From an optimization exercise on the open Yosys and OpenROAD flow, aimed at small area, a short achievable clock period and few clock cycles per item; shortcuts taken in it are not production practice.
At most, simulation tests tie the RTL to the original design; equivalence was not proved.
Power is estimated from default activity; no workload was simulated.

==> umber: inputs <==
## mul_share_arbiter
module mul_share_arbiter #(
    parameter int DATAWIDTH = 64,
    parameter int LATENCY   = 3
) (
    input  logic                   Clk,
    input  logic                   Rst,
    input  logic [3:0]             Req,
    input  logic [4*DATAWIDTH-1:0] A,
    input  logic [4*DATAWIDTH-1:0] B,
    output logic [3:0]             Grant,
    output logic [3:0]             Done,
    output logic [DATAWIDTH-1:0]   Prod,
    output logic                   Busy
);
  logic [3:0] slot_r;
  logic [3:0] grant_r, tag1_r, tag2_r, done_r;
  logic       busy_r;
  wire  [3:0] acc = Req & slot_r;
  always_ff @(posedge Clk or negedge Rst) begin
    if (!Rst) begin
      slot_r  <= 4'b0001;
      grant_r <= '0;
      tag1_r  <= '0;
      tag2_r  <= '0;
      done_r  <= '0;
      busy_r  <= 1'b0;
    end else begin
      slot_r  <= {slot_r[2:0], slot_r[3]};
      grant_r <= acc;
      tag1_r  <= grant_r;
      tag2_r  <= tag1_r;
      done_r  <= tag2_r;
      busy_r  <= (|acc) | (|grant_r) | (|tag1_r) | (|tag2_r);
    end
  end
  assign Grant = grant_r;
  assign Done  = done_r;
  assign Busy  = busy_r;
  wire [63:0] a_sel = ({64{slot_r[0]}} & A[63:0])    | ({64{slot_r[1]}} & A[127:64]) |
                      ({64{slot_r[2]}} & A[191:128]) | ({64{slot_r[3]}} & A[255:192]);
  wire [63:0] b_sel = ({64{slot_r[0]}} & B[63:0])    | ({64{slot_r[1]}} & B[127:64]) |
                      ({64{slot_r[2]}} & B[191:128]) | ({64{slot_r[3]}} & B[255:192]);
  wire [64:0] bx = {b_sel, 1'b0};
  logic [63:0] opa_r, prod_r;
  logic [31:0] one_r, two_r, neg_r;
  logic [31:0] one_d, two_d, neg_d;
  always_comb begin
    for (int j = 0; j < 32; j++) begin
      one_d[j] = bx[2*j+1] ^ bx[2*j];
      two_d[j] = (bx[2*j+2] & ~bx[2*j+1] & ~bx[2*j]) | (~bx[2*j+2] & bx[2*j+1] & bx[2*j]);
      neg_d[j] = bx[2*j+2];
    end
  end
  wire p1, p2, p3, p4, p5, p6, p7, p8, p9, p10, p11, p12, p13, p14, p15, p16;
  wire p17, p18, p19, p20, p21, p22, p23, p24, p25, p26, p27, p28, p29, p30, p31, p32;
  wire p33, p34, p35, p36, p37, p38, p39, p40, p41, p42, p43, p44, p45, p46, p47, p48;
  ...
clock: 8.5 ns
lec_check: 0
abc_area: 1
cap_margin: 20
core_margin: 2
core_utilization: 40
setup_slack_margin: 5
slew_margin: 20
synth_hierarchical: 1
run.sh (not shown) runs the stock make flow with config.mk's settings and CLKGATE_MAP_FILE= SYNTH_SCRIPT=/design/flow/synth_recipe.tcl, a recipe that flattens the netlist after the stock synthesis.
==> ember (differences from umber) <==
--- a/flow/design.v
+++ b/flow/design.v
@@ -10,30 +10,35 @@
     output logic [3:0]             Grant,
     output logic [3:0]             Done,
     output logic [DATAWIDTH-1:0]   Prod,
     output logic                   Busy
 );
   logic [3:0] slot_r;
-  logic [3:0] grant_r, tag1_r, tag2_r, done_r;
+  logic [3:0] grant_r, done_r;
+  logic [3:0] tag_r [1:2];
   logic       busy_r;
   wire  [3:0] acc = Req & slot_r;
+  logic       tags_any;
+  always_comb begin
+    tags_any = |grant_r;
+    for (int k = 1; k <= 2; k++) tags_any = tags_any | (|tag_r[k]);
+  end
   always_ff @(posedge Clk or negedge Rst) begin
     if (!Rst) begin
       slot_r  <= 4'b0001;
       grant_r <= '0;
-      tag1_r  <= '0;
-      tag2_r  <= '0;
+      for (int k = 1; k <= 2; k++) tag_r[k] <= '0;
       done_r  <= '0;
       busy_r  <= 1'b0;
     end else begin
       slot_r  <= {slot_r[2:0], slot_r[3]};
       grant_r <= acc;
-      tag1_r  <= grant_r;
-      tag2_r  <= tag1_r;
-      done_r  <= tag2_r;
-      busy_r  <= (|acc) | (|grant_r) | (|tag1_r) | (|tag2_r);
+      tag_r[1] <= grant_r;
+      for (int k = 2; k <= 2; k++) tag_r[k] <= tag_r[k-1];
+      done_r  <= tag_r[2];
+      busy_r  <= (|acc) | tags_any;
     end
   end
   assign Grant = grant_r;
   assign Done  = done_r;
   assign Busy  = busy_r;
   wire [63:0] a_sel = ({64{slot_r[0]}} & A[63:0])    | ({64{slot_r[1]}} & A[127:64]) |
==> juniper (differences from umber) <==
--- a/flow/design.v
+++ b/flow/design.v
@@ -10,30 +10,35 @@
     output logic [3:0]             Grant,
     output logic [3:0]             Done,
     output logic [DATAWIDTH-1:0]   Prod,
     output logic                   Busy
 );
   logic [3:0] slot_r;
-  logic [3:0] grant_r, tag1_r, tag2_r, done_r;
+  logic [3:0] grant_r, done_r;
+  logic [3:0] tag_r [1:2];
   logic       busy_r;
   wire  [3:0] acc = Req & slot_r;
+  logic       tags_any;
+  always_comb begin
+    tags_any = |grant_r;
+    for (int k = 1; k <= 2; k++) tags_any = tags_any | (|tag_r[k]);
+  end
   always_ff @(posedge Clk or negedge Rst) begin
     if (!Rst) begin
       slot_r  <= 4'b0001;
       grant_r <= '0;
-      tag1_r  <= '0;
-      tag2_r  <= '0;
+      for (int k = 1; k <= 2; k++) tag_r[k] <= '0;
       done_r  <= '0;
       busy_r  <= 1'b0;
     end else begin
       slot_r  <= {slot_r[2:0], slot_r[3]};
       grant_r <= acc;
-      tag1_r  <= grant_r;
-      tag2_r  <= tag1_r;
-      done_r  <= tag2_r;
-      busy_r  <= (|acc) | (|grant_r) | (|tag1_r) | (|tag2_r);
+      tag_r[1] <= grant_r;
+      for (int k = 2; k <= 2; k++) tag_r[k] <= tag_r[k-1];
+      done_r  <= tag_r[2];
+      busy_r  <= (|acc) | tags_any;
     end
   end
   assign Grant = grant_r;
   assign Done  = done_r;
   assign Busy  = busy_r;
   wire [63:0] a_sel = ({64{slot_r[0]}} & A[63:0])    | ({64{slot_r[1]}} & A[127:64]) |
==> flow/flow/run.sh (new file) <==
#!/bin/bash
set -euo pipefail
cd "$(dirname "$0")/.."
bash standard.sh "BUFFER_PORTS_ARGS=-buffer_cell sky130_fd_sc_hd__buf_1" \
    SETUP_SLACK_MARGIN=5.3 finish > standard.log 2>&1
==> flow/standard.sh (new file) <==
#!/bin/bash
# synth_recipe.tcl (not shown) runs the flow's synth.tcl, then flattens the netlist and writes it again
# the make line also repeats each setting of config.mk as NAME=value (left out here)
make -C /OpenROAD-flow-scripts/flow DESIGN_CONFIG=/design/flow/config.mk WORK_HOME=/design/flow/orfs CLKGATE_MAP_FILE= SYNTH_SCRIPT=/design/flow/synth_recipe.tcl "${@:-finish}"
removed: flow/run.sh
==> summary of the runs <==
ember finished clean. umber completed without violations. juniper completed with no timing, DRC or antenna violations. In sequential power, umber and juniper hardly differ. Synthesized area is the same in ember and juniper. In umber the via count is lower than in juniper, by about 4.4%. In flip-flop and latch count, umber and juniper do not differ.
Testbench counts of ember, summed over its fixed seeds: cycles 1,568, items 1,536.
Testbench counts of juniper, summed over its fixed seeds: cycles 1,568, items 1,536.
Only the layout flow was run in umber; the RTL was not checked for function there.

## afterwards: timing with drivers on the ports
How much do the figures lean on ideal ports? The routed layouts below were timed once more, with nothing changed but the port constraints. Step 1 assumes that a clkbuf_16 drives the clock port and a buf_2 every other input. Step 2 moves the port delays by t, midway between the first and last clock arrival at a register: inputs arrive t later, outputs are due t later. That takes back most of the time a late clock gives input paths. a / b / c = ideal ports / drivers / drivers and shift; a / b = the first two.
| run | t, ns | setup WS [ns] | worst setup path at the end |
|---|---|---|---|
| umber | 0.788 | 4.961 / 4.961 / 4.766 | input to register |
| ember | 0.798 | 4.936 / 4.936 / 4.272 | input to register |
| juniper | 0.777 | 5.197 / 5.197 / 4.930 | input to register |
After both steps setup and hold are still met in every run listed. For ember, which loses most, drivers alone change the setup slack by 0.000 ns; drivers and shift together by -0.664 ns.
